Context: an optimization exercise on an open-source flow, tuned for small area, a short achievable clock period and few clock cycles per item. The choices shown serve that exercise and are no tape-out recipe. Only simulation tests tie the RTL to the original design; equivalence was not proved.

run A:
## balance_car_motor_drive
module balance_car_motor_drive (
  input  wire logic        clk_i,
  input  wire logic        rst_ni,
  input  wire logic        cfg_we_i,
  input  wire logic [2:0]  cfg_idx_i,
  input  wire logic [14:0] cfg_data_i,
  input  wire logic        s_axis_tvalid_i,
  output logic             s_axis_tready_o,
  input  wire logic [95:0] s_axis_tdata_i,
  output logic             m_axis_tvalid_o,
  input  wire logic        m_axis_tready_i,
  output logic [31:0]      m_axis_tdata_o
);
clock: 12.0 ns
lec_check: 0
cap_margin: 20
core_margin: 2
core_utilization: 60
place_density: 0.7
setup_slack_margin: 5
slew_margin: 20
synth_hierarchical: 1
synth_minimum_keep_size: 0
run.sh (not shown) runs the stock make flow with config.mk's settings and CLKGATE_MAP_FILE= SYNTH_SCRIPT=/design/flow/synth_recipe.tcl, a recipe that flattens the netlist after the stock synthesis.
Testbench counts of run A, summed over its fixed seeds: cycles 3,264, items 3,200.
#### Input delta (run B over run A)
--- a/flow/design.v
+++ b/flow/design.v
@@ -3183,74 +3183,72 @@
       s2_yaw   <= s1_yaw;
       s2_mneg  <= s1_mneg;
       s2_mpos  <= s1_mpos;
       s2_turn  <= s1_turn;
       s2_tl    <= s1_tl;
       s2_gate  <= s1_gate;
       s2_stop  <= s1_stop;
     end
   end
   logic [17:0] filt_t_q;
-  logic        filt_z_q, filt_c;
-  assign filt_c = filt_t_q[17] && filt_z_q;
+  logic        filt_c_q;
   logic [15:0] target_q;
   logic        started_q;
   logic [9:0]  stepv_q;
   logic [17:0] st2_tn;
-  bcmd_filt u_filt (.t(filt_t_q), .c2(filt_c), .sh(s2_sh), .tn(st2_tn));
+  bcmd_filt u_filt (.t(filt_t_q), .c2(filt_c_q), .sh(s2_sh), .tn(st2_tn));
   logic [9:0]  st2_step;
   logic [15:0] st2_target;
   assign st2_step = started_q ? stepv_q : s2_stepl;
   bcmd_target u_target (.tg(target_q), .step(st2_step), .tl(s2_tl), .turn(s2_turn),
                         .lim(trn_lim_q), .target(st2_target));
   logic [35:0] st2_x;
   assign st2_x = ~s2_xa + ~s2_xb;
   always_ff @(posedge clk_i or negedge rst_ni) begin
     if (!rst_ni) begin
       filt_t_q  <= '0;
-      filt_z_q  <= 1'b0;
+      filt_c_q  <= 1'b0;
       target_q  <= '0;
       started_q <= 1'b0;
     end else if (adv && v2_q) begin
       filt_t_q  <= st2_tn;
-      filt_z_q  <= s2_slnz;
+      filt_c_q  <= st2_tn[17] && s2_slnz;
       target_q  <= st2_target;
       started_q <= s2_turn;
     end
   end
   always_ff @(posedge clk_i) begin
     if (adv && v2_q) stepv_q <= st2_step;
   end
   logic [19:0] s3_bal;
   logic        s3_bc;
   logic [17:0] s3_ft;
-  logic        s3_fz, s3_fc;
-  assign s3_fc = s3_ft[17] && s3_fz;
+  logic        s3_fc;
   logic [15:0] s3_yaw;
   logic [8:0]  s3_nm;
   logic        s3_mpos, s3_gate, s3_stop;
   always_ff @(posedge clk_i) begin
     if (adv) begin
       s3_bal  <= st2_x[35:16];
       s3_ft   <= st2_tn;
-      s3_fz   <= s2_slnz;
+      s3_fc   <= st2_tn[17] && s2_slnz;
       s3_bc   <= st2_x[35] && (st2_x[15:0] != 16'd0);
       s3_yaw  <= s2_yaw;
       s3_nm   <= s2_mneg ? {1'b0, drv_spd_q} : s2_mpos ? 9'd256 - {1'b0, drv_spd_q} : 9'd0;
       s3_mpos <= s2_mpos;
       s3_gate <= s2_gate;
       s3_stop <= s2_stop;
     end
   end
   logic [15:0] integ_q;
   logic [15:0] st3_integ;
-  bcmd_integ u_integ (.ig(integ_q), .t(filt_t_q), .c2(filt_c), .nm(s3_nm), .mpos(s3_mpos),
+  bcmd_integ u_integ (.ig(integ_q), .t(filt_t_q), .c2(filt_c_q), .nm(s3_nm), .mpos(s3_mpos),
                       .lim(int_lim_q), .integ(st3_integ));
   always_ff @(posedge clk_i or negedge rst_ni) begin
     if (!rst_ni) begin
       integ_q <= '0;
     end else if (adv && v3_q) begin
       integ_q <= s3_stop ? 16'd0 : st3_integ;
     end
   end
   logic [28:0] st3_qa, st3_qb;
   bcmd_q1tree u_q1 (.t(s3_ft), .c2(s3_fc), .k(vkp_q), .qa(st3_qa), .qb(st3_qb));
Notes after the runs:
Run B: flow completed, timing, DRC and antenna clean
Worst-case setup slack after placement on run B is behind run A.
Going from run A to run B, antenna diode count decreased 3; die width did not really move; number of DRC violations after detailed-routing iteration 0 decreased 285.
The count of clock-buffer cells in the layout number comes out lower for run A vs run B.
| fraction of area in clock buffers and inverters | lower: run A |
Area overhead of the layout relative to synthesis | run B above run A
Number of antenna violations at the first check in global routing: run B vs run A down 7
Testbench counts of run B, summed over its fixed seeds: cycles 3,264, items 3,200.

---

before:
balance_car_motor_drive with an RTL version that a note above also has.
Size: roughly 6200 cells after synthesis, ~150 I/O pins.
// balance_car_motor_drive
module balance_car_motor_drive (
  input  wire logic        clk_i,
  input  wire logic        rst_ni,
  input  wire logic        cfg_we_i,
  input  wire logic [2:0]  cfg_idx_i,
  input  wire logic [14:0] cfg_data_i,
  input  wire logic        s_axis_tvalid_i,
  output logic             s_axis_tready_o,
  input  wire logic [95:0] s_axis_tdata_i,
  output logic             m_axis_tvalid_o,
  input  wire logic        m_axis_tready_i,
  output logic [31:0]      m_axis_tdata_o
);
Settings: LEC_CHECK=0, CAP_MARGIN=20, CORE_MARGIN=2, CORE_UTILIZATION=65, PLACE_DENSITY=0.75, SETUP_SLACK_MARGIN=5, SLEW_MARGIN=20, SYNTH_HIERARCHICAL=1, SYNTH_MINIMUM_KEEP_SIZE=0; clock period 12.0 ns.
Testbench counts of before, summed over its fixed seeds: cycles 3,264, items 3,200.
Modified inputs, after compared to before
diff --git a/flow/design.v b/flow/design.v
--- a/flow/design.v
+++ b/flow/design.v
@@ -3181,76 +3181,78 @@
       s2_slnz  <= s1_slo[7:0] != 8'd0;
       s2_stepl <= bcmd_pkg::step_of(st1_sum);
       s2_yaw   <= s1_yaw;
       s2_mneg  <= s1_mneg;
       s2_mpos  <= s1_mpos;
       s2_turn  <= s1_turn;
       s2_tl    <= s1_tl;
       s2_gate  <= s1_gate;
       s2_stop  <= s1_stop;
     end
   end
   logic [17:0] filt_t_q;
-  logic        filt_c_q;
+  logic        filt_z_q, filt_c;
+  assign filt_c = filt_t_q[17] && filt_z_q;
   logic [15:0] target_q;
   logic        started_q;
   logic [9:0]  stepv_q;
   logic [17:0] st2_tn;
-  bcmd_filt u_filt (.t(filt_t_q), .c2(filt_c_q), .sh(s2_sh), .tn(st2_tn));
+  bcmd_filt u_filt (.t(filt_t_q), .c2(filt_c), .sh(s2_sh), .tn(st2_tn));
   logic [9:0]  st2_step;
   logic [15:0] st2_target;
   assign st2_step = started_q ? stepv_q : s2_stepl;
   bcmd_target u_target (.tg(target_q), .step(st2_step), .tl(s2_tl), .turn(s2_turn),
                         .lim(trn_lim_q), .target(st2_target));
   logic [35:0] st2_x;
   assign st2_x = ~s2_xa + ~s2_xb;
   always_ff @(posedge clk_i or negedge rst_ni) begin
     if (!rst_ni) begin
       filt_t_q  <= '0;
-      filt_c_q  <= 1'b0;
+      filt_z_q  <= 1'b0;
       target_q  <= '0;
       started_q <= 1'b0;
     end else if (adv && v2_q) begin
       filt_t_q  <= st2_tn;
-      filt_c_q  <= st2_tn[17] && s2_slnz;
+      filt_z_q  <= s2_slnz;
       target_q  <= st2_target;
       started_q <= s2_turn;
     end
   end
   always_ff @(posedge clk_i) begin
     if (adv && v2_q) stepv_q <= st2_step;
   end
   logic [19:0] s3_bal;
   logic        s3_bc;
   logic [17:0] s3_ft;
-  logic        s3_fc;
+  logic        s3_fz, s3_fc;
+  assign s3_fc = s3_ft[17] && s3_fz;
   logic [15:0] s3_yaw;
   logic [8:0]  s3_nm;
   logic        s3_mpos, s3_gate, s3_stop;
   always_ff @(posedge clk_i) begin
     if (adv) begin
       s3_bal  <= st2_x[35:16];
       s3_ft   <= st2_tn;
-      s3_fc   <= st2_tn[17] && s2_slnz;
+      s3_fz   <= s2_slnz;
       s3_bc   <= st2_x[35] && (st2_x[15:0] != 16'd0);
       s3_yaw  <= s2_yaw;
       s3_nm   <= s2_mneg ? {1'b0, drv_spd_q} : s2_mpos ? 9'd256 - {1'b0, drv_spd_q} : 9'd0;
       s3_mpos <= s2_mpos;
       s3_gate <= s2_gate;
       s3_stop <= s2_stop;
     end
   end
   logic [15:0] integ_q;
   logic [15:0] st3_integ;
-  bcmd_integ u_integ (.ig(integ_q), .t(filt_t_q), .c2(filt_c_q), .nm(s3_nm), .mpos(s3_mpos),
+  bcmd_integ u_integ (.ig(integ_q), .t(filt_t_q), .c2(filt_c), .nm(s3_nm), .mpos(s3_mpos),
                       .lim(int_lim_q), .integ(st3_integ));
   always_ff @(posedge clk_i or negedge rst_ni) begin
     if (!rst_ni) begin
       integ_q <= '0;
     end else if (adv && v3_q) begin
       integ_q <= s3_stop ? 16'd0 : st3_integ;
     end
   end
   logic [28:0] st3_qa, st3_qb;
   bcmd_q1tree u_q1 (.t(s3_ft), .c2(s3_fc), .k(vkp_q), .qa(st3_qa), .qb(st3_qb));
   logic        st3_s, st3_cz;
   logic [15:0] st3_xs;
## What came out
- Between before and after, the via total after detailed routing figures differ only marginally.
- Against before, after comes in 4.9% higher on maximum frequency.
- Lower violation count after the first detailed-routing iteration was reported by after, not before.
- Per the comparison of after with before, initial cell density of the core comparable; combined area of the multi-input logic cells now larger.
Testbench counts of after, summed over its fixed seeds: cycles 3,264, items 3,200.

[what the ideal ports hide]
Ports are ideal in the flow. The routed layouts listed here were re-timed in OpenROAD. Step 1 assumes that a clkbuf_16 drives the clock port and a buf_2 every other input. Step 2 moves the port delays by t, midway between the first and last clock arrival at a register: inputs arrive t later, outputs are due t later. That takes back most of the time a late clock gives input paths. a / b / c = ideal / step 1 / step 2; a / b = the first two.
| run | t, ns | setup slack, ns | worst setup path after step 2 | clock arrival spread, ns | slew at the worst register clock pin (ns) |
|---|---|---|---|---|---|
| run A | 0.778 | 7.301 / 7.301 / 6.955 | input to register | 0.054 / 0.055 | 0.07 / 0.07 |
| run B | 0.733 | 7.178 / 7.178 / 6.784 | input to register | 0.032 / 0.032 | 0.07 / 0.07 |
| before | 0.741 | 6.976 / 6.976 / 6.727 | input to register | 0.034 / 0.034 | 0.07 / 0.07 |
| after | 0.744 | 7.208 / 7.208 / 7.070 | input to register | 0.048 / 0.047 | 0.07 / 0.07 |
After both steps every run listed still meets setup and hold. The setup slack of run B, which loses most, moves by 0.000 ns with the drivers and by -0.394 ns with both steps.
